This design comes from an exercise in tuning for small area and a short achievable clock period on the open sky130 flow, not from production work. Only simulation tests tie the RTL to the original design; equivalence was not proved.

== run D ==
==> module chess_top, before the edit <==
module chess_top (
    input  logic         clk,
    input  logic         rstn,
    input  logic [2:0]   cursor_x,
    input  logic [2:0]   cursor_y,
    input  logic         is_pressed,
    output logic [1:0]   state,
    output logic [767:0] board_data,
    output logic [2:0]   sound_code,
    output logic         play_sound
);
    logic         prev_pressed;
    logic         turn;           
    logic         has_sel;
    logic [2:0]   sx, sy;         
    logic [2:0]   skind;          
    logic [255:0] brd;            
    wire [2:0] cx = cursor_x;
    wire [2:0] cy = cursor_y;
    wire [5:0] cpos = {cy, cx};
    wire [5:0] spos = {sy, sx};
    logic [63:0] cur_oh, sel_oh, occ;
    for (genvar i = 0; i < 64; i++) begin : g_dec
        assign cur_oh[i] = (cpos == 6'(i));
        assign sel_oh[i] = has_sel && (spos == 6'(i));
        assign occ[i]    = |brd[i*4 +: 3];
    end
    wire [31:0] t_rank = brd[{cy, 5'b00000} +: 32];
    wire [3:0]  t      = t_rank[{cx, 2'b00} +: 4];
    wire       t_occ  = |t[2:0];
    wire       t_king = (t[2:0] == 3'd1);
    wire       own    = t_occ && (t[3] == turn);
    wire       on_sel = has_sel && (cpos == spos);
    wire       click  = is_pressed && !prev_pressed && !state[1];
    wire [3:0] ddx = {1'b0, cx} - {1'b0, sx};
    wire [3:0] ddy = {1'b0, cy} - {1'b0, sy};
    wire zx  = (cx == sx);
    wire zy  = (cy == sy);
    wire ax1 = (ddx == 4'd1) || (ddx == 4'hf);
    wire ay1 = (ddy == 4'd1) || (ddy == 4'hf);
    wire ax2 = (ddx == 4'd2) || (ddx == 4'he);
    wire ay2 = (ddy == 4'd2) || (ddy == 4'he);
    wire on_d1 = (ddx == ddy);
    wire on_d2 = (4'(ddx + ddy) == 4'd0);
    wire straight = zx ^ zy;
    wire diagonal = (on_d1 || on_d2) && !zy;
    wire same_dir = (cx > sx) == (cy > sy);
    wire  [2:0] dsum  = sx + sy;
    wire  [2:0] ddiff = sy - sx;
    logic [7:0] o_line, o_file, bx, by;
    always_comb begin
        for (int k = 0; k < 8; k++) begin
            logic [2:0] ly;
            ly        = zy ? sy : same_dir ? 3'(ddiff + 3'(k)) : 3'(dsum - 3'(k));
            o_line[k] = occ[{ly, 3'(k)}];
            o_file[k] = occ[{3'(k), sx}];
            bx[k]     = ((sx < 3'(k)) && (3'(k) < cx)) || ((cx < 3'(k)) && (3'(k) < sx));
            by[k]     = ((sy < 3'(k)) && (3'(k) < cy)) || ((cy < 3'(k)) && (3'(k) < sy));
        end
    end
    wire path_clear = zx ? !(|(o_file & by)) : !(|(o_line & bx));
    wire fwd_one = turn ? (ddy == 4'hf) : (ddy == 4'd1);
    wire fwd_two = turn ? (sy == 3'd6 && cy == 3'd4) : (sy == 3'd1 && cy == 3'd3);
    wire pawn_ok   = (zx && fwd_one && !t_occ)
                  || (zx && fwd_two && path_clear && !t_occ)
                  || (ax1 && fwd_one && t_occ);
    wire knight_ok = (ax1 && ay2) || (ax2 && ay1);
    wire king_ok   = (zx || ax1) && (zy || ay1);
    logic legal;
    always_comb begin
        case (skind)
            3'd6:    legal = pawn_ok;
            3'd4:    legal = knight_ok;
            3'd1:    legal = king_ok;
            3'd5:    legal = straight && path_clear;
            3'd3:    legal = diagonal && path_clear;
            3'd2:    legal = (straight || diagonal) && path_clear;
            default: legal = 1'b0;
        endcase
    end
    wire do_desel = click && on_sel;
    wire do_sel   = click && !on_sel && own;
    wire move     = click && !on_sel && !own && has_sel && legal;
    always_ff @(posedge clk or negedge rstn) begin
        if (!rstn) begin
            prev_pressed <= 1'b0;
            turn         <= 1'b0;
            has_sel      <= 1'b0;
            state        <= 2'b01;
            sound_code   <= 3'd0;
            play_sound   <= 1'b0;
        end else begin
            prev_pressed <= is_pressed;
            play_sound   <= click;
            if (click) begin
                if (on_sel) begin
                    has_sel    <= 1'b0;
                    sound_code <= 3'd2;
                end else if (own) begin
                    has_sel    <= 1'b1;
                    sound_code <= 3'd1;
                end else if (move) begin
                    has_sel    <= 1'b0;
                    turn       <= ~turn;
                    if (t_king) begin
                        sound_code <= 3'd7;
                        state      <= turn ? 2'b10 : 2'b11;
                    end else begin
                        sound_code <= t_occ ? 3'd4 : 3'd3;
                    end
                end else begin
                    sound_code <= 3'd5;
                end
            end
        end
    end
    always_ff @(posedge clk) begin
        if (do_sel) begin
            sx    <= cx;
            sy    <= cy;
            skind <= t[2:0];
        end
    end
    for (genvar i = 0; i < 64; i++) begin : g_sq
        localparam int X = i % 8;
        localparam int Y = i / 8;
        localparam logic [2:0] BACK = (X == 0 || X == 7) ? 3'd5 :
                                      (X == 1 || X == 6) ? 3'd4 :
                                      (X == 2 || X == 5) ? 3'd3 :
                                      (X == 3)           ? 3'd2 : 3'd1;
        localparam logic [3:0] INIT = (Y == 0) ? {1'b0, BACK} :
                                      (Y == 1) ? 4'b0110 :
                                      (Y == 6) ? 4'b1110 :
                                      (Y == 7) ? {1'b1, BACK} : 4'b0000;
        always_ff @(posedge clk or negedge rstn) begin
            if (!rstn) begin
                brd[i*4 +: 4] <= INIT;
            end else if (move && (cur_oh[i] || sel_oh[i])) begin
                brd[i*4 +: 4] <= cur_oh[i] ? {turn, skind} : 4'b0000;
            end
        end
        assign board_data[i*12 +: 12] = {2'b00, sel_oh[i], cur_oh[i] | sel_oh[i],
                                         3'b000, occ[i], brd[i*4 +: 4]};
    end
endmodule
==> flow/config.mk <==
export PLATFORM = sky130hd
export DESIGN_NAME = chess_top
export DESIGN_NICKNAME = chess_top
export VERILOG_FILES = /design/flow/design.v
export SDC_FILE = /design/flow/constraint.sdc
export NUM_CORES = 4
export LEC_CHECK = 0
export CAP_MARGIN = 20
export CORE_MARGIN = 2
export CORE_UTILIZATION = 40
export SETUP_SLACK_MARGIN = 4
export SLEW_MARGIN = 20
export TNS_END_PERCENT = 10
==> flow/constraint.sdc <==
create_clock -name core_clock -period 10.0 [get_ports {clk}]
set_input_delay 2.0000 -clock core_clock [delete_from_list [all_inputs] [get_ports {clk}]]
set_output_delay 2.0000 -clock core_clock [all_outputs]
set_load 0.01 [all_outputs]
standard.sh (not shown) runs the stock make flow with config.mk's settings and CLKGATE_MAP_FILE= SYNTH_SCRIPT=/design/flow/synth_recipe.tcl, a recipe that flattens the netlist after the stock synthesis.
==> flow/flow/run.sh <==
#!/bin/bash
# Standard ORFS layout with three changes: port buffers are the smallest
# buffer, constant output ports share tie cells with their neighbours on the
# die edge, and CTS uses no dummy loads.
set -euo pipefail
R=$PWD/orfs/results/sky130hd/chess_top/base
cfg() { sed -n "s/^export $1 *= *//p" config.mk | tail -1; }
BUFS=$(cfg CTS_BUF_LIST)
[ -n "$BUFS" ] || BUFS="sky130_fd_sc_hd__clkbuf_2 sky130_fd_sc_hd__clkbuf_4 sky130_fd_sc_hd__clkbuf_8"
CTS="-sink_clustering_enable -repair_clock_nets -dont_use_dummy_load -buf_list {$BUFS}"
[ -z "$(cfg CTS_CLUSTER_SIZE)" ] || CTS="$CTS -sink_clustering_size $(cfg CTS_CLUSTER_SIZE)"
[ -z "$(cfg CTS_CLUSTER_DIAMETER)" ] || CTS="$CTS -sink_clustering_max_diameter $(cfg CTS_CLUSTER_DIAMETER)"
export CTS_ARGS="$CTS"
echo "CTS_ARGS=$CTS_ARGS" > log_cts_args.txt
export BUFFER_PORTS_ARGS="-buffer_cell sky130_fd_sc_hd__buf_1"
bash standard.sh synth > log_synth.txt 2>&1
bash standard.sh $R/3_2_place_iop.odb > log_floorplan_iop.txt 2>&1
REGROUP_ODB=$R/3_2_place_iop.odb openroad -no_init -exit flow/regroup.tcl > log_regroup.txt 2>&1
bash standard.sh > log_finish.txt 2>&1
Other scripts of this flow, unchanged in this note and not shown: flow/flow/regroup.tcl
Modified inputs, run E compared to run D
--- a/flow/design.v
+++ b/flow/design.v
@@ -65,17 +65,24 @@
     wire       on_sel = has_sel && (cpos == spos);
     wire       click  = is_pressed && !prev_pressed && !state[1];
-    wire [3:0] ddx = {1'b0, cx} - {1'b0, sx};
-    wire [3:0] ddy = {1'b0, cy} - {1'b0, sy};
-    wire zx  = (cx == sx);
-    wire zy  = (cy == sy);
-    wire ax1 = (ddx == 4'd1) || (ddx == 4'hf);
-    wire ay1 = (ddy == 4'd1) || (ddy == 4'hf);
-    wire ax2 = (ddx == 4'd2) || (ddx == 4'he);
-    wire ay2 = (ddy == 4'd2) || (ddy == 4'he);
-    wire on_d1 = (ddx == ddy);
-    wire on_d2 = (4'(ddx + ddy) == 4'd0);
+    logic [7:0] sxo, syo;
+    for (genvar k = 0; k < 8; k++) begin : g_oh
+        assign sxo[k] = (sx == 3'(k));
+        assign syo[k] = (sy == 3'(k));
+    end
+    wire [7:0] mx1 = (sxo << 1) | (sxo >> 1);
+    wire [7:0] my1 = (syo << 1) | (syo >> 1);
+    wire [7:0] mx2 = (sxo << 2) | (sxo >> 2);
+    wire [7:0] my2 = (syo << 2) | (syo >> 2);
+    wire [7:0] mfw = turn ? (syo >> 1) : (syo << 1);    
+    wire zx  = sxo[cx];
+    wire zy  = syo[cy];
+    wire ax1 = mx1[cx];
+    wire ay1 = my1[cy];
+    wire ax2 = mx2[cx];
+    wire ay2 = my2[cy];
+    wire on_d1 = ({1'b0, cx} + {1'b0, sy}) == ({1'b0, cy} + {1'b0, sx});
+    wire on_d2 = ({1'b0, cx} + {1'b0, cy}) == ({1'b0, sx} + {1'b0, sy});
     wire straight = zx ^ zy;
     wire diagonal = (on_d1 || on_d2) && !zy;
-    wire same_dir = (cx > sx) == (cy > sy);
     wire  [2:0] dsum  = sx + sy;
     wire  [2:0] ddiff = sy - sx;
@@ -84,5 +91,5 @@
         for (int k = 0; k < 8; k++) begin
             logic [2:0] ly;
-            ly        = zy ? sy : same_dir ? 3'(ddiff + 3'(k)) : 3'(dsum - 3'(k));
+            ly        = zy ? sy : on_d1 ? 3'(ddiff + 3'(k)) : 3'(dsum - 3'(k));
             o_line[k] = occ[{ly, 3'(k)}];
             o_file[k] = occ[{3'(k), sx}];
@@ -92,5 +99,5 @@
     end
     wire path_clear = zx ? !(|(o_file & by)) : !(|(o_line & bx));
-    wire fwd_one = turn ? (ddy == 4'hf) : (ddy == 4'd1);
+    wire fwd_one = mfw[cy];
     wire fwd_two = turn ? (sy == 3'd6 && cy == 3'd4) : (sy == 3'd1 && cy == 3'd3);
     wire pawn_ok   = (zx && fwd_one && !t_occ)
==> run summary <==
- The smallest hold slack in run E sits 18 ps above the value recorded for run D.
- Largest net degree at the start of global routing: run E < run D
- Synthesized area in run E vs run D: up 140 µm²
- Changes observed in run E relative to run D: first-pass GRT wire length moved up; met1 routed wirelength after detailed routing down 0.38%; number of buffers added for setup after CTS moved down.
- Of the two values seen for start point of the critical path, cursor_x[2] was produced by run D and cursor_y[2] by run E.

## port drivers added, routing unchanged
In the flow no input, the clock included, has a driving cell. The finished layouts below were timed again as built, in two steps.
Step 1, drivers: a clkbuf_16 drives clk and a buf_2 each remaining input, both assumed.
Step 2 also shifts input and output timing later by t, the mid clock arrival at the registers, as if the neighbouring blocks saw the same clock.
Three values: ideal, step 1, step 2; two values: the first two.
run	t (ns)	setup slack, ns	worst register clock-pin slew, ns	pins driven straight from the clock port
run D	0.629	3.786 / 3.762 / 3.314	0.07 / 0.07	1
run E	0.627	3.709 / 3.652 / 3.488	0.07 / 0.07	1
After both steps every run listed still meets setup and hold. For run D, which loses most, drivers alone change the setup slack by -0.024 ns; drivers and shift together by -0.472 ns.
